Background: an optimization exercise with open tools, aiming at a short achievable clock period and few clock cycles per item. Do not read the settings as production practice.
Only simulation tests tie the RTL to the original design; equivalence was not proved.
Power and IR drop assume default switching activity.

### flow/run.sh
#!/bin/bash
# synth_recipe.tcl (not shown) runs the flow's synth.tcl, then flattens the netlist and writes it again
# the make line also repeats each setting of config.mk as NAME=value (left out here)
make -C /OpenROAD-flow-scripts/flow DESIGN_CONFIG=/design/flow/config.mk WORK_HOME=/design/flow/orfs CLKGATE_MAP_FILE= SYNTH_SCRIPT=/design/flow/synth_recipe.tcl finish
### flow/config.mk
export PLATFORM = sky130hd
export DESIGN_NAME = ooo_core
export DESIGN_NICKNAME = ooo_core
export VERILOG_FILES = /design/flow/design.v
export SDC_FILE = /design/flow/constraint.sdc
export NUM_CORES = 4
export LEC_CHECK = 0
export ABC_CLOCK_PERIOD_IN_PS = 2000
export CAP_MARGIN = 20
export CORE_MARGIN = 2
export CORE_UTILIZATION = 40
export SETUP_SLACK_MARGIN = 3.8
export SLEW_MARGIN = 20
### flow/constraint.sdc
create_clock -name core_clock -period 7.0 [get_ports {clk_in}]
set_input_delay 1.4000 -clock core_clock [delete_from_list [all_inputs] [get_ports {clk_in}]]
set_output_delay 1.4000 -clock core_clock [all_outputs]
set_load 0.01 [all_outputs]
### flow/design.v
`timescale 1ns/10ps
module reg_rename_file
(
    input  logic        clk_in,
    input  logic        rst_in,
    input  logic [31:0] rd1_oh,
    input  logic [31:0] rd2_oh,
    output logic [31:0] rd1_value,
    output logic [31:0] rd2_value,
    input  logic        wr_en,
    input  logic [4:0]  wr_rd,
    input  logic [31:0] wr_value
);
    logic [31:0] reg_value [1:31];
    logic [31:1] reg_live;          
    always_comb
    begin
        rd1_value = '0;
        rd2_value = '0;
        for (int i = 1; i < 32; i++)
        begin
            rd1_value = rd1_value | ({32{rd1_oh[i] & reg_live[i]}} & reg_value[i]);
            rd2_value = rd2_value | ({32{rd2_oh[i] & reg_live[i]}} & reg_value[i]);
        end
    end
    always_ff @(posedge clk_in)
    begin
        if (rst_in)
        begin
            reg_live <= '0;
        end
        else
        begin
            for (int i = 1; i < 32; i++)
            begin
                if (wr_en && (wr_rd == 5'(i)))
                    reg_live[i] <= 1'b1;
            end
        end
    end
    always_ff @(posedge clk_in)
    begin
        for (int i = 1; i < 32; i++)
        begin
            if (wr_en && (wr_rd == 5'(i)))
                reg_value[i] <= wr_value;
        end
    end
endmodule
`timescale 1ns/10ps
module reorder_buffer
(
    input  logic        clk_in,
    input  logic        rst_in,
    input  logic        rdy_in,
    input  logic        in_valid,
    input  logic [4:0]  in_rd,
    output logic        pending,        
    output logic        commit_valid,
    output logic [4:0]  commit_rd
);
    assign commit_valid = pending & rdy_in;    
    always_ff @(posedge clk_in)
    begin
        if (rst_in)
            pending <= 1'b0;
        else if (rdy_in)
            pending <= in_valid;
    end
    always_ff @(posedge clk_in)
    begin
        if (rdy_in)
            commit_rd <= in_rd;
    end
endmodule
`timescale 1ns/10ps
module reservation_station
(
    input  logic        clk_in,
    input  logic        rdy_in,
    input  logic [9:0]  d_op_oh,    
    input  logic        fwd_a,      
    input  logic        fwd_b,
    input  logic [31:0] src_a,      
    input  logic [31:0] src_b,
    output logic [31:0] result,     
    output logic [31:0] a_q,        
    output logic [31:0] b_q
);
    logic [9:0]  op;                
    logic [31:0] a_n, b_n, a_s, result_n;
    logic [3:0]  sl_lo, sr_lo_n;    
    logic [7:0]  sl_hi, sr_hi_n;
    function automatic logic [31:0] ks_carry(input logic [31:0] g_in, input logic [31:0] t_in,
                                             input logic cin);
        logic [31:0] g, p, gn, pn;
        g = g_in;
        p = t_in;
        g[0] = g[0] | (p[0] & cin);
        for (int d = 1; d < 32; d = d * 2)
        begin
            gn = g;
            pn = p;
            for (int i = d; i < 32; i++)
            begin
                gn[i] = g[i] | (p[i] & g[i - d]);
                pn[i] = p[i] & p[i - d];
            end
            g = gn;
            p = pn;
        end
        ks_carry = {g[30:0], cin};
    endfunction
    logic [31:0] r_add, r_sub, r_sll, r_sr;
    logic [31:0] c_add, c_sub;
    logic [31:0] x_ab, o_ab, n_ab;
    logic [3:0]  sr_lo;
    logic [7:0]  sr_hi;
    logic [31:0] sl_t, sr_t;
    logic        lt_any;
    logic        fill;
    assign x_ab  = a_q ^ b_q;
    assign o_ab  = a_q | b_q;
    assign n_ab  = a_q & b_q;
    assign c_add = ks_carry(~a_n & ~b_n, ~a_n | ~b_n, 1'b0);
    assign c_sub = ks_carry(~a_n & b_n, ~a_n | b_n, 1'b1);
    assign r_add = x_ab ^ c_add;
    assign r_sub = ~x_ab ^ c_sub;
    assign lt_any = (op[3] | op[4]) &
                    (x_ab[31] ? (op[4] ? b_q[31] : a_q[31]) : r_sub[31]);
    assign fill  = op[7] & a_s[31];                         
    assign sr_lo = ~sr_lo_n;
    assign sr_hi = ~sr_hi_n;
    always_comb
    begin
        for (int i = 0; i < 32; i++)
        begin
            sl_t[i] = 1'b0;
            sr_t[i] = 1'b0;
            for (int k = 0; k < 4; k++)
            begin
                if (i - k >= 0)
                    sl_t[i] = sl_t[i] | (sl_lo[k] & a_s[i - k]);
                sr_t[i] = sr_t[i] | (sr_lo[k] & ((i + k < 32) ? a_s[i + k] : fill));
            end
        end
        for (int i = 0; i < 32; i++)
        begin
            r_sll[i] = 1'b0;
            r_sr[i]  = 1'b0;
            for (int k = 0; k < 8; k++)
            begin
                if (i - 4 * k >= 0)
                    r_sll[i] = r_sll[i] | (sl_hi[k] & sl_t[i - 4 * k]);
                r_sr[i] = r_sr[i] | (sr_hi[k] & ((i + 4 * k < 32) ? sr_t[i + 4 * k] : fill));
            end
        end
    end
    function automatic logic [31:0] pick(input logic [9:0] g, input logic [31:0] other,
                                         input logic [31:0] add, input logic [31:0] sub,
                                         input logic [31:0] sll, input logic [31:0] sr,
                                         input logic [31:0] xo, input logic [31:0] oo,
                                         input logic [31:0] ao, input logic lt);
        pick = other
             | ({32{g[0]}} & add)
             | ({32{g[1]}} & sub)
             | ({32{g[2]}} & sll)
             | ({32{g[6] | g[7]}} & sr)
             | ({32{g[5]}} & xo)
             | ({32{g[8]}} & oo)
             | ({32{g[9]}} & ao)
             | {31'b0, lt};
    endfunction
    function automatic logic [3:0] dec2(input logic [1:0] v);
        dec2 = 4'b0001 << v;
    endfunction
    function automatic logic [7:0] dec3(input logic [2:0] v);
        dec3 = 8'b0000_0001 << v;
    endfunction
    logic [9:0]  g_a, g_b, g_c;
    logic        go_a, go_b;
    logic        lt_a, lt_b, lt_c;
    logic [31:0] keep_a, keep_b, keep_c;
    logic [31:0] keep_an, keep_bn, keep_cn, keep_as;
    logic [31:0] next_a, next_b, next_c;
    logic [4:0]  next_b_nolt;       
    logic [3:0]  lo_next;
    logic [7:0]  hi_next;
    assign go_a   = fwd_a & rdy_in;
    assign go_b   = fwd_b & rdy_in;
    assign g_a    = op & {10{go_a}};
    assign g_b    = op & {10{go_b}};
    assign g_c    = op & {10{rdy_in}};
    assign lt_a   = lt_any & go_a;
    assign lt_b   = lt_any & go_b;
    assign lt_c   = lt_any & rdy_in;
    assign keep_a  = go_a ? '0 : (rdy_in ? src_a : ~a_n);
    assign keep_an = go_a ? '0 : (rdy_in ? src_a : a_q);
    assign keep_as = go_a ? '0 : (rdy_in ? src_a : a_q);
    assign keep_b  = go_b ? '0 : (rdy_in ? src_b : ~b_n);
    assign keep_bn = go_b ? '0 : (rdy_in ? src_b : b_q);
    assign keep_c  = rdy_in ? '0 : ~result_n;
    assign keep_cn = rdy_in ? '0 : result;
    assign next_a = pick(g_a, keep_a, r_add, r_sub, r_sll, r_sr, x_ab, o_ab, n_ab, lt_a);
    assign next_b = pick(g_b, keep_b, r_add, r_sub, r_sll, r_sr, x_ab, o_ab, n_ab, lt_b);
    assign next_c = pick(g_c, keep_c, r_add, r_sub, r_sll, r_sr, x_ab, o_ab, n_ab, lt_c);
    assign next_b_nolt = pick(g_b, keep_b, r_add, r_sub, r_sll, r_sr, x_ab, o_ab, n_ab, 1'b0) & 5'h1f;
    assign lo_next = (dec2(next_b_nolt[1:0]) & {3'b111, !lt_b}) | {2'b00, lt_b, 1'b0};
    assign hi_next = dec3(next_b_nolt[4:2]);
    always_ff @(posedge clk_in)
    begin
        a_q      <= next_a;
        a_n      <= ~pick(g_a, keep_an, r_add, r_sub, r_sll, r_sr, x_ab, o_ab, n_ab, lt_a);
        a_s      <= pick(g_a, keep_as, r_add, r_sub, r_sll, r_sr, x_ab, o_ab, n_ab, lt_a);
        b_q      <= next_b;
        b_n      <= ~pick(g_b, keep_bn, r_add, r_sub, r_sll, r_sr, x_ab, o_ab, n_ab, lt_b);
        sl_lo    <= lo_next;
        sl_hi    <= hi_next;
        sr_lo_n  <= ~lo_next;
        sr_hi_n  <= ~hi_next;
        result   <= next_c;
        result_n <= ~pick(g_c, keep_cn, r_add, r_sub, r_sll, r_sr, x_ab, o_ab, n_ab, lt_c);
    end
    always_ff @(posedge clk_in)
    begin
        if (rdy_in)
            op <= d_op_oh;
    end
endmodule
`timescale 1ns/10ps
module dispatch_unit
(
    input  logic [3:0]  issue_op,
    input  logic [4:0]  issue_rs1,
    input  logic [4:0]  issue_rs2,
    input  logic        issue_use_imm,
    input  logic        ahead1_valid,   
    input  logic [4:0]  ahead1_rd,
    input  logic        ahead2_valid,   
    input  logic [4:0]  ahead2_rd,
    input  logic        ahead3_valid,   
    input  logic [4:0]  ahead3_rd,
    output logic [9:0]  op_oh,          
    output logic [31:0] rs1_oh,
    output logic [31:0] rs2_oh,
    output logic        fwd1_e,         
    output logic        fwd2_e,
    output logic        fwd1_c,         
    output logic        fwd2_c,
    output logic        fwd1_w,         
    output logic        fwd2_w          
);
    logic hit1_1, hit2_1, hit1_2, hit2_2, hit1_3, hit2_3;
    always_comb
    begin
        op_oh = '0;
        if (issue_op > 4'd9)
            op_oh[0] = 1'b1;            
        else
            op_oh[issue_op] = 1'b1;
        rs1_oh = '0;
        rs2_oh = '0;
        for (int i = 1; i < 32; i++)    
        begin
            rs1_oh[i] = (issue_rs1 == 5'(i));
            rs2_oh[i] = (issue_rs2 == 5'(i));
        end
    end
    assign hit1_1 = ahead1_valid && (ahead1_rd != '0) && (issue_rs1 == ahead1_rd);
    assign hit2_1 = ahead1_valid && (ahead1_rd != '0) && (issue_rs2 == ahead1_rd);
    assign hit1_2 = ahead2_valid && (ahead2_rd != '0) && (issue_rs1 == ahead2_rd);
    assign hit2_2 = ahead2_valid && (ahead2_rd != '0) && (issue_rs2 == ahead2_rd);
    assign hit1_3 = ahead3_valid && (ahead3_rd != '0) && (issue_rs1 == ahead3_rd);
    assign hit2_3 = ahead3_valid && (ahead3_rd != '0) && (issue_rs2 == ahead3_rd);
    assign fwd1_e = hit1_1;
    assign fwd2_e = hit2_1 && !issue_use_imm;
    assign fwd1_c = hit1_2 && !hit1_1;
    assign fwd2_c = hit2_2 && !hit2_1 && !issue_use_imm;
    assign fwd1_w = hit1_3 && !hit1_2 && !hit1_1;
    assign fwd2_w = hit2_3 && !hit2_2 && !hit2_1 && !issue_use_imm;
endmodule
`timescale 1ns/10ps
module ooo_core
(
    input  logic     clk_in,
    input  logic     rst_in,
    input  logic     rdy_in,         
    input  logic     issue_valid,
    input  logic     issue_use_imm,
    input  logic [3:0]  issue_op,
    input  logic [4:0] issue_rs1,
    input  logic [4:0] issue_rs2,
    input  logic [4:0] issue_rd,
    input  logic [31:0]    issue_imm,
    output logic     issue_ready,
    output logic     commit_valid,
    output logic [4:0] commit_rd,
    output logic [31:0]    commit_value
);
    logic        ready_q;           
    logic        d_valid;
    logic [9:0]  d_op_oh;           
    logic [4:0]  d_rd;
    logic [31:0] d_rs1_oh;          
    logic [31:0] d_rs2_oh;
    logic        d_fwd1_e, d_fwd2_e, d_fwd1_c, d_fwd2_c, d_fwd1_w, d_fwd2_w;
    logic        d_use_imm;
    logic [31:0] d_imm;
    logic        r_valid;
    logic [9:0]  r_op_oh;
    logic [4:0]  r_rd;
    logic        r_fwd1_e, r_fwd2_e, r_fwd1_c, r_fwd2_c;
    logic [31:0] r_val1;
    logic [31:0] r_val2;            
    logic        e_valid;
    logic [4:0]  e_rd;
    logic        c_valid;
    logic [31:0] rd1_value, rd2_value;
    logic [31:0] src_a, src_b;
    logic [9:0]  issue_op_oh;
    logic [31:0] issue_rs1_oh, issue_rs2_oh;
    logic        issue_fwd1_e, issue_fwd2_e, issue_fwd1_c, issue_fwd2_c;
    logic        issue_fwd1_w, issue_fwd2_w;
    assign issue_ready = ready_q;
    dispatch_unit u_dispatch (
        .issue_op, .issue_rs1, .issue_rs2, .issue_use_imm,
        .ahead1_valid(d_valid), .ahead1_rd(d_rd),
        .ahead2_valid(r_valid), .ahead2_rd(r_rd),
        .ahead3_valid(e_valid), .ahead3_rd(e_rd),
        .op_oh(issue_op_oh), .rs1_oh(issue_rs1_oh), .rs2_oh(issue_rs2_oh),
        .fwd1_e(issue_fwd1_e), .fwd2_e(issue_fwd2_e),
        .fwd1_c(issue_fwd1_c), .fwd2_c(issue_fwd2_c),
        .fwd1_w(issue_fwd1_w), .fwd2_w(issue_fwd2_w)
    );
    reg_rename_file u_regs (
        .clk_in, .rst_in,
        .rd1_oh(d_rs1_oh), .rd2_oh(d_rs2_oh),
        .rd1_value, .rd2_value,
        .wr_en(c_valid), .wr_rd(commit_rd), .wr_value(commit_value)
    );
    assign src_a = r_fwd1_c ? commit_value : r_val1;
    assign src_b = r_fwd2_c ? commit_value : r_val2;
    reservation_station u_alu (
        .clk_in, .rdy_in,
        .d_op_oh(r_op_oh), .fwd_a(r_fwd1_e), .fwd_b(r_fwd2_e), .src_a, .src_b,
        .result(commit_value), .a_q(), .b_q()
    );
    reorder_buffer u_commit (
        .clk_in, .rst_in, .rdy_in,
        .in_valid(e_valid), .in_rd(e_rd),
        .pending(c_valid),
        .commit_valid, .commit_rd
    );
    always_ff @(posedge clk_in)
    begin
        if (rst_in)
        begin
            ready_q <= 1'b1;
            d_valid <= 1'b0;
            r_valid <= 1'b0;
            e_valid <= 1'b0;
        end
        else if (rdy_in)
        begin
            d_valid <= issue_valid;    
            r_valid <= d_valid;
            e_valid <= r_valid;
        end
    end
    always_ff @(posedge clk_in)
    begin
        if (rdy_in)
        begin
            d_op_oh   <= issue_op_oh;
            d_rd      <= issue_rd;
            d_rs1_oh  <= issue_rs1_oh;
            d_rs2_oh  <= issue_rs2_oh;
            d_fwd1_e  <= issue_fwd1_e;
            d_fwd2_e  <= issue_fwd2_e;
            d_fwd1_c  <= issue_fwd1_c;
            d_fwd2_c  <= issue_fwd2_c;
            d_fwd1_w  <= issue_fwd1_w;
            d_fwd2_w  <= issue_fwd2_w;
            d_use_imm <= issue_use_imm;
            d_imm     <= issue_imm;
            r_op_oh   <= d_op_oh;
            r_rd      <= d_rd;
            r_fwd1_e  <= d_fwd1_e;
            r_fwd2_e  <= d_fwd2_e;
            r_fwd1_c  <= d_fwd1_c;
            r_fwd2_c  <= d_fwd2_c;
            r_val1    <= d_fwd1_w ? commit_value : rd1_value;
            r_val2    <= d_use_imm ? d_imm : (d_fwd2_w ? commit_value : rd2_value);
            e_rd      <= r_rd;
        end
    end
endmodule
==> results of run 1 <==
-- final timing paths --
path / start / to / slack, ps / cells after the start
min: u_alu.result_n[20] / u_alu.result[20] / 400 / 1
max: d_rs2_oh[1] / r_val2[23] / 3630 / 7
min reg2reg: u_alu.result_n[20] / u_alu.result[20] / 400 / 1
max reg2reg: d_rs2_oh[1] / r_val2[23] / 3630 / 7
-- metrics by stage --
| step | utilization | hold slack (ps) | power, uW |
|---|---|---|---|
| after floorplan | - | 384 | 17700 |
| final | 0.464 | 400 | 31400 |
| after detailed placement | 0.421 | 394 | 21000 |
| after CTS | 0.458 | 398 | 30200 |
| after global placement | 0.421 | 387 | 20900 |
| after global routing | 0.464 | 408 | 32400 |
-- worst register-to-register path: stages, from the launching register on --
cell and delay (ps):
edfxtp_1 350, and2_2 320, buf_4 390, a22o_1 390
a221oi_1 260, nand4_1 160, o32ai_1 1060, o21ai_0 160
-- layout by cell type, fill, tap and decap left out, types with 20 or more instances in the layout --
cell	n
a22oi_1	448
nor2_1	283
clkdlybuf4s50_1	56
maj3_1	43
clkinv_2	26
clkinv_1	24
o221ai_1	23
o21bai_1	28
a21oi_1	196
o22ai_1	58
and2_2	32
nand2_1	178
nand2b_1	36
a22o_1	337
and2_4	33
o32ai_1	23
buf_12	20
inv_1	173
nor3_1	79
ha_1	69
clkbuf_16	158
o21ai_0	162
a221o_1	25
and2_1	21
nor2_4	33
a221oi_1	363
dlygate4sd2_1	26
clkbuf_1	26
nor2b_1	46
mux2i_1	59
dfxtp_1	227
dfxtp_2	39
nand3_1	106
buf_4	188
nand4_1	135
o211ai_1	33
edfxtp_1	1211
xnor2_1	21
-- power by group --
| group | internal, uW | switching (uW) |
|---|---|---|
| Clock | 4880 | 3710 |
| Combinational | 4000 | 6290 |
| Sequential | 11100 | 1440 |
-- per-layer routing --
metal  GRT usage  part of all wire  vias up
li1            -                 -    22100
met1       0.421              0.34    27700
met5     0.00972           0.00090        -
met3       0.131              0.16     1591
met4       0.207             0.080       12
met2       0.502              0.42     5670
-- repair_timing --
action	4_1_cts	5_1_grt
gates cloned	5	2
pin swaps	25	79
gates resized for setup	215	156
buffers inserted	29	43
endpoints found under the setup margin	258	176
-- flip-flops by register name, summed over array words and instances (netlist names), 8 cells and up --
register and count:
d_imm 32, u_alu.a_n 32, r_val2 32, u_alu.sr_hi_n 8, d_op_oh 10, u_alu.a_q 32, u_regs.reg_value 992, u_alu.b_q 32
u_alu.sl_hi 8, r_op_oh 10, u_alu.result_n 32, u_alu.op 10, u_regs.reg_live 31, u_alu.a_s 32, d_rs2_oh 31, d_rs1_oh 31
r_val1 32, u_alu.b_n 32, u_alu.result 32
-- cell type report --
cell class,instances,area share
flip-flops and latches,1494,0.537
multi-input cells,3325,0.312
clock buffers,194,0.0529
repair buffers,322,0.0396
well taps,2218,0.0354
clock inverters,88,0.0137
inverters,183,0.00895
diodes,12,0.000383
-- logic make-up (layout without fill, tap and decap cells) --
family / Yosys count / after routing / synth area share
AO/OA/AOI/OAI: 1994 / 1995 / 0.226
flip-flops: 1494 / 1494 / 0.620
AND/OR/NAND/NOR: 1100 / 1100 / 0.0804
buffers and inverters: 658 / 787 / 0.0375
adder cells (fa/ha/maj): 117 / 117 / 0.0199
multiplexers: 72 / 72 / 0.0109
XOR/XNOR: 40 / 40 / 0.00517
other: 1 / 13 / 0.0000553
==> run_results.csv, run 1 <==
group,metric,value,unit
global_routing,grt_usage,0.341,
timing,setup_ws,3630,ps
place,port_buffers,93,
route,firstDrtPassIters,10,
synthesis,yosysSeqAreaShare,0.620,
place,dp_hpwl,168,mm
cts,cts_root_buf,"clkbuf_16",
timing,tightest_slew,1300,ps
die,die_x,416,um
die,io_pins,95,
synthesis,yosysTopAreaCell,"edfxtp_1",
timing,min_period_over_period,0.482,
final_layout,fin_area,78400,um^2
final_layout,multi_input_area,24400,um^2
power,power_density,400,nW/um^2
final_layout,syn_to_final_growth,15.6,%
critical_path,crit_chain,"and2_2 -> buf_4 -> a22o_1 -> a221oi_1 -> nand4_1 -> o32ai_1 -> o21ai_0",
power,ir_worst_vdd,0.278,mV
die,die_y,416,um
die,die_area,173000,um^2
critical_path,cp_max_fo,26,
final_layout,instances_no_fill,7836,
timing,min_period,3370,ps
route,drtAntennaViolNets,0,
final_layout,drive_gt1_frac,0.148,
timing,clock_skew,48.3,ps
place,postPlaceCellArea,71200,um^2
timing,slew-limit-headroom,0.130,
synthesis,syn_inst,5476,
route,drc,0,
synthesis,netlist_area,67800,um^2
timing,drv_slew,0,
timing,setup_tns,0,ps
global_routing,grt_pass1_vias,53400,
place,placedCellCount,7462,
critical_path,path_buf_inv,1,
timing,fmax,296,MHz
hold_path,holdCritPathClass,"register to register",
cts,numCtsBuffers,155,
cts,ctsHtreeMaxLevel,4,
cts,path_clk_slew,60,ps
synthesis,yosysWarnings,6,
route,drt_iter0_drc,12100,
global_routing,grt_first_pass_wirelength,417,mm
final_layout,nets,5606,
final_layout,fillers,15100,
timing,hold_viol_final,0,
synthesis,synthArstFlopShare,0,
cts,cts.path.max_buffers,3,
global_routing,antenna_found_initial,16,
timing,rsz0062_at_grt,"yes",
synthesis,synth_common_cells,"edfxtp_1, a22oi_1, clkbuf_1",
die,rows,151,
synthesis,synth.most_common_cell,"edfxtp_1",
critical_path,critPathTopFamily,"compound AO/OA/AOI/OAI gates",
critical_path,crit_type,"register to register",
synthesis,synth_edf_count,1211,
route,vias,57100,
synthesis,ys_types,104,
timing,finalSetupViolations,0,
global_routing,grt_max_degree,73,
critical_path,crit_arrival,3900,ps
critical_path,start_kind,"register",
route,post_drt_wl_per_cell,39.2,um
route,via_per_inst,7.29,
power,p_leak,0.0264,uW
critical_path,cp-end-kind,"register",
synthesis,synthTopCellsByArea,"edfxtp_1, dfxtp_1, a22oi_1, a221oi_1, a22o_1",
die,coreArea,169000,um^2
cts,postCtsHoldBufs,0,
die,initial_core_util,0.402,
global_routing,grt_overflow,0,
job,cap_violations,0,
critical_path,cp.required,7530,ps
synthesis,synth_top_area_frac,0.536,
place,pre_cts_ws,2630,ps
synthesis,synth_seq_cells,1494,
place,place.gp.congestion,0.958,
route,routed_wl,307,mm
critical_path,cp_slowest_stage_delay,1060,ps
cts,cts_tree,"done",
synthesis,avgSynthCellArea,12.4,um^2
critical_path,cp_slowest_cell,"o32ai_1",
final_layout,register_area,42100,um^2
cts,insertion_delay,830,ps
synthesis,ys.flop_type,"edfxtp_1",
synthesis,syn_nets,5601,
run_status,status,"timing/DRC/antenna clean",
cts,clock_sinks,1494,
Testbench counts, summed over its fixed seeds: cycles 4,832, items 4,800.
==> run 2, diff against run 1 <==
--- a/flow/config.mk
+++ b/flow/config.mk
@@ -9,5 +9,5 @@
 export CAP_MARGIN = 20
 export CORE_MARGIN = 2
 export CORE_UTILIZATION = 40
-export SETUP_SLACK_MARGIN = 3.8
+export SETUP_SLACK_MARGIN = 4.3
 export SLEW_MARGIN = 20
==> run 2 against run 1 <==
Via count grew 4.0%. First-iteration DRC count fell by 0.21%. Sequential power hardly changed. Routed wire length increased by 7.0%. Critical endpoint is now commit_valid. Largest power group is now combinational logic.
==> run_results.csv, run 2 <==
group,metric,value,unit
synthesis,synth_seq_cells,1494,
die,coreArea,169000,um^2
timing,tightest_slew,1180,ps
synthesis,yosysSeqAreaShare,0.620,
route,drt_iter0_drc,12100,
critical_path,crit_type,"input pin to primary output",
place,pre_cts_ws,2600,ps
global_routing,antenna_found_initial,23,
cts,clock_sinks,1494,
die,die_area,173000,um^2
place,port_buffers,93,
route,firstDrtPassIters,10,
cts,cts_tree,"done",
synthesis,synthArstFlopShare,0,
final_layout,nets,5868,
synthesis,syn_inst,5476,
die,die_x,416,um
place,placedCellCount,7454,
synthesis,synth_top_area_frac,0.536,
final_layout,syn_to_final_growth,23.2,%
cts,postCtsHoldBufs,0,
synthesis,avgSynthCellArea,12.4,um^2
timing,finalSetupViolations,0,
timing,min_period_over_period,0.453,
critical_path,r2r_cells,10,
route,via_per_inst,7.33,
global_routing,grt_max_degree,87,
synthesis,ys_types,104,
power,ir_worst_vdd,0.220,mV
power,power,34800,uW
critical_path,start_kind,"input pin",
critical_path,cp_max_fo,3,
route,vias,59400,
timing,clock_skew,39.1,ps
final_layout,largest_register_ffs,992,
cts,numCtsBuffers,155,
die,die_y,416,um
power,p_leak,0.0287,uW
final_layout,mostFrequentLayoutCell,"edfxtp_1",
route,drc,0,
route,drtAntennaViolNets,0,
hold_path,hold_path_depth,1,
cts,cts.path.max_buffers,3,
synthesis,synth.most_common_cell,"edfxtp_1",
place,dp_hpwl,167,mm
hold_path,holdCritPathClass,"register to register",
route,routed_wl,328,mm
global_routing,grt_overflow,0,
die,initial_core_util,0.402,
global_routing,grt_pass1_vias,55600,
cts,path_clk_slew,60,ps
critical_path,cp-end-kind,"primary output",
synthesis,synth_common_cells,"edfxtp_1, a22oi_1, clkbuf_1",
job,cap_violations,0,
cts,ctsHtreeMaxLevel,4,
place,place.gp.congestion,0.944,
global_routing,grt_first_pass_wirelength,439,mm
final_layout,regMostFlops,"u_regs.reg_value",
timing,setup_ws,3830,ps
timing,fmax,315,MHz
critical_path,cp.required,5600,ps
synthesis,synth_edf_count,1211,
timing,setup_tns,0,ps
cts,cts_root_buf,"clkbuf_16",
cts,insertion_delay,840,ps
final_layout,layout_common_cells,"edfxtp_1, a22oi_1, a22o_1, a221oi_1, buf_4",
run_status,status,"timing/DRC/antenna clean",
synthesis,ys.flop_type,"edfxtp_1",
timing,hold_viol_final,0,
final_layout,drive_gt1_frac,0.235,
synthesis,yosysWarnings,6,
power,power_density,416,nW/um^2
timing,drv_slew,0,
synthesis,synthTopCellsByArea,"edfxtp_1, dfxtp_1, a22oi_1, a221oi_1, a22o_1",
die,io_pins,95,
route,post_drt_wl_per_cell,40.5,um
global_routing,grt_usage,0.361,
synthesis,yosysTopAreaCell,"edfxtp_1",
timing,min_period,3170,ps
timing,rsz0062_at_grt,"yes",
synthesis,netlist_area,67800,um^2
critical_path,crit_arrival,1770,ps
final_layout,instances_no_fill,8106,
die,rows,151,
synthesis,syn_nets,5601,
timing,slew-limit-headroom,0.215,
final_layout,post-route-util,0.495,
-- run 2: layout make-up --
class / count / area, um^2
Multi-Input combinational cell: 3335 / 26300
Clock buffer: 205 / 4380
Sequential cell: 1494 / 42300
Fill cell: 14400 / 85300
Timing Repair Buffer: 574 / 6350
Antenna cell: 18 / 45.0
Inverter: 183 / 713
Clock inverter: 79 / 723
Tap cell: 2218 / 2780
-- run 2: logic make-up (layout without fill, tap and decap cells) --
kind of cell	after synthesis	after routing	share of synthesized area
compound gates	1994	1995	0.226
flops	1494	1494	0.620
simple gates	1100	1110	0.0804
buf+inv	658	1041	0.0375
fa+ha+maj	117	117	0.0199
mux	72	72	0.0109
xor+xnor	40	40	0.00517
other cells	1	19	0.0000553
-- run 2: power by group --
| part | internal [uW] | switching, uW |
|---|---|---|
| registers | 11100 | 1410 |
| clock network | 4750 | 3660 |
| logic | 6170 | 7700 |
| total | 22000 | 12800 |
-- run 2: final timing paths --
check | slack, ps | start | to
hold / removal | 390 | u_alu.result_n[23] | u_alu.result[23]
setup / recovery | 3830 | rdy_in | commit_valid
hold reg to reg | 390 | u_alu.result_n[23] | u_alu.result[23]
setup reg to reg | 3860 | u_alu.b_n[0] | u_alu.b_n[30]
-- run 2: what timing repair did --
action                                  in CTS  in global routing
gates cloned                                34                  7
resized for setup                          829                241
endpoints found under the setup margin     631                366
buffers inserted                           228                 81
pin swaps                                  177                131
-- run 2: critical path: stages --
cell and delay (ps):
buf_16 110, and2_4 150, buf_6 110
-- run 2: per-stage QoR --
step	hold WS [ps]	instance area, um^2
global placement	388	71300
CTS	374	81600
floorplan	381	68200
finish	391	83600
global route	401	83500
detailed placement	395	71300
-- run 2: layer usage --
metal / vias to the layer above / wire length, um / global-route usage / share of wire
li1: 22700 / - / - / -
met3: 1909 / 54400 / 0.164 / 0.17
met1: 28600 / 110000 / 0.436 / 0.34
met2: 6233 / 135000 / 0.518 / 0.41
met5: - / 139 / 0.00306 / 0.00042
met4: 14 / 29100 / 0.235 / 0.089
==> run 3, diff against run 2 <==
--- a/flow/config.mk
+++ b/flow/config.mk
@@ -8,6 +8,6 @@
 export ABC_CLOCK_PERIOD_IN_PS = 2000
 export CAP_MARGIN = 20
 export CORE_MARGIN = 2
-export CORE_UTILIZATION = 40
+export CORE_UTILIZATION = 55
 export SETUP_SLACK_MARGIN = 4.3
 export SLEW_MARGIN = 20
==> run 3 against run 2 <==
Clock-buffer cell count fell by 8. Combinational power rose by 4%. Critical path depth rose by 19. Maximum frequency fell by 5.7%. Cell area rose by 0.82%. Hold slack got worse by 12 ps. Non-clock buffer count rose by 103. Clock skew rose by 5.8 ps. Critical endpoint is now u_alu.sr_hi_n[6]. Highest routed layer unchanged.
==> run_results.csv, run 3 <==
group,metric,value,unit
route,routed_wl,331,mm
synthesis,synth_top_family_by_area,"compound AO/OA/AOI/OAI gates",
final_layout,layout_common_cells,"edfxtp_1, a22oi_1, a22o_1, a221oi_1, buf_4",
global_routing,antenna_found_initial,15,
cts,path_clk_slew,60,ps
cts,cts_root_buf,"clkbuf_16",
synthesis,netlist_area,67800,um^2
synthesis,synthArstFlopShare,0,
final_layout,fin_area,84300,um^2
final_layout,register_area,42300,um^2
timing,whs,379,ps
timing,hold_viol_final,0,
cts,cts.path.max_buffers,3,
synthesis,synth_xor_area_frac,0.00517,
timing,fmax,297,MHz
cts,clock_sinks,1494,
final_layout,post-route-util,0.690,
route,post_drt_wl_per_cell,43.6,um
global_routing,grt_overflow,0,
die,die_x,355,um
timing,tightest_slew,1180,ps
global_routing,grt_max_degree,84,
power,ir_worst_vdd,0.396,mV
final_layout,multi_input_area,26400,um^2
synthesis,ys_types,104,
synthesis,yosysWarnings,6,
final_layout,syn_to_final_growth,24.2,%
route,drtAntennaViolNets,0,
critical_path,cp_max_fo,7,
synthesis,syn_inst,5476,
die,die_area,126000,um^2
run_status,status,"timing/DRC/antenna clean",
global_routing,grt_first_pass_wirelength,443,mm
global_routing,grt_usage,0.508,
critical_path,crit_arrival,4060,ps
final_layout,drive_gt1_frac,0.251,
timing,min_period_over_period,0.480,
synthesis,synth_edf_count,1211,
timing,rsz0062_at_grt,"yes",
synthesis,synth-compound-area-share,0.226,
hold_path,holdCritPathClass,"register to register",
power,power,35600,uW
timing,slew-limit-headroom,0.212,
synthesis,synth_top_area_frac,0.536,
synthesis,synth.area.mux_share,0.0109,
die,io_pins,95,
die,die_y,355,um
cts,cts_tree,"done",
place,postPlaceCellArea,70800,um^2
cts,numCtsBuffers,156,
cts,postCtsHoldBufs,0,
critical_path,cp-end-kind,"register",
synthesis,synth_fa_ha_area_frac,0.0199,
cts,ctsHtreeMaxLevel,4,
place,dp_hpwl,171,mm
route,via_per_inst,8.05,
timing,drv_slew,0,
job,cap_violations,0,
die,initial_core_util,0.556,
synthesis,synthSimpleGateAreaFrac,0.0804,
synthesis,synth_seq_cells,1494,
cts,insertion_delay,850,ps
route,drc,0,
die,coreArea,122000,um^2
die,rows,128,
final_layout,mostFrequentLayoutCell,"edfxtp_1",
synthesis,synthTopCellsByArea,"edfxtp_1, dfxtp_1, a22oi_1, a221oi_1, a22o_1",
final_layout,nets,5965,
place,place.gp.congestion,0.995,
timing,min_period,3360,ps
synthesis,yosysTopAreaCell,"edfxtp_1",
timing,setup_tns,0,ps
timing,finalSetupViolations,0,
synthesis,syn_nets,5601,
power,p_leak,0.0295,uW
route,firstDrtPassIters,10,
global_routing,grt_pass1_vias,55700,
synthesis,yosysSeqAreaShare,0.620,
critical_path,cp.required,7700,ps
critical_path,start_kind,"register",
synthesis,ys.flop_type,"edfxtp_1",
critical_path,crit_type,"register to register",
synthesis,avgSynthCellArea,12.4,um^2
synthesis,synth_common_cells,"edfxtp_1, a22oi_1, clkbuf_1",
route,vias,61200,
final_layout,fillers,8663,
route,drt_iter0_drc,13600,
place,port_buffers,93,
final_layout,regMostFlops,"u_regs.reg_value",
power,power_density,422,nW/um^2
timing,clock_skew,44.9,ps
final_layout,largest_register_ffs,992,
synthesis,synth.most_common_cell,"edfxtp_1",
[run 3: cell count changes in the layout (fill, tap and decap cells not counted), sizes merged, moves of 2 or more]
cell,change
buf,+97
bufinv,+8
diode,-7
and2,-6
clkbuf,-5
bufbuf,+4
clkinv,-3
clkinvlp,+2
dlygate4sd2,-2
[run 3: worst max-delay path, cell delays in order, from the launching register on]
cell	delay (ps)
dfxtp_4	370
a222oi_1	90
buf_4	160
buf_6	110
buf_6	120
buf_6	110
buf_6	100
buf_6	100
buf_6	110
buf_6	100
buf_6	100
buf_6	110
buf_6	110
buf_6	100
buf_6	110
a22o_4	260
o221ai_2	190
o21ai_2	100
nand2_2	100
o2bb2ai_2	120
a21oi_2	80
buf_6	140
or3_1	340
[run 3: final cells by class]
cell class	count	share of cell area
diodes	11	0.000327
clock buffers	197	0.0499
clock inverters	85	0.0116
inverters	183	0.00869
multi-input cells	3328	0.313
flip-flops and latches	1494	0.502
well taps	1625	0.0241
repair buffers	677	0.0906
[run 3: final timing paths]
kind,startpoint,endpoint,slack [ps],cells after the start
worst min register to register,u_alu.result_n[31],u_alu.result[31],380,1
worst max-delay path,u_alu.a_n[2],u_alu.sr_hi_n[6],3640,22
worst min-delay path,u_alu.result_n[31],u_alu.result[31],380,1
worst max register to register,u_alu.a_n[2],u_alu.sr_hi_n[6],3640,22
[run 3: metrics by stage]
step / instances / setup WS [ps]
global placement: 6894 / 2440
CTS: 7461 / 3720
floorplan: 5476 / 3510
detailed placement: 6894 / 2420
global route: 7589 / 3600
finish: 7600 / 3640
[run 3: what timing repair did]
item / 4_1_cts / 5_1_grt
endpoints found under the setup margin: 526 / 567
buffers inserted: 248 / 126
gates cloned: 37 / 2
pin swaps: 157 / 137
gates resized for setup: 867 / 347
[run 3: power by group]
group | internal, uW | total, uW | switching (uW) | leakage [uW]
combinational | 6560 | 14500 | 7970 | 0.0136
sequential | 11100 | 12400 | 1350 | 0.0133
clock | 4900 | 8600 | 3700 | 0.00254
[run 3: cell families after synthesis]
group | after synthesis
adder cells (fa/ha/maj) | 117
buffers and inverters | 658
multiplexers | 72
AO/OA/AOI/OAI | 1994
XOR/XNOR | 40
AND/OR/NAND/NOR | 1100
other | 1
flip-flops | 1494
[run 3: per-layer routing]
metal / track usage / up-vias / part of all wire
met5: 0.0181 / - / 0.0028
met2: 0.695 / 6671 / 0.40
met1: 0.619 / 29700 / 0.33
met3: 0.269 / 1931 / 0.19
li1: - / 22800 / -
met4: 0.333 / 40 / 0.087

## port drivers added, routing unchanged
The flow's constraints put no driver on any port. The routed layouts listed below were extracted and timed again, unchanged, in two steps.
Step 1 sets driving cells, clkbuf_16 on the clock port and buf_2 on the other inputs (assumed; they add their load-dependent delay and slew).
Step 2, shift: input delay + t, output delay - t, t = (earliest + latest rising clock arrival at the registers) / 2. This alone moves slack from input paths to output paths.
a / b / c = ideal / step 1 / step 2; a / b = the first two.
run	shift t [ns]	slack for setup (ns)	latest minus earliest clock arrival (ns)	worst register clock-pin slew, ns
run 1	0.891	3.627 / 3.365 / 2.684	0.053 / 0.053	0.07 / 0.07
run 2	0.901	3.828 / 3.706 / 3.046	0.055 / 0.055	0.07 / 0.07
run 3	0.905	3.637 / 3.522 / 2.822	0.062 / 0.061	0.07 / 0.07
After both steps setup and hold are still met in every run listed. The setup slack of run 1, which loses most, moves by -0.262 ns with the drivers and by -0.943 ns with both steps.
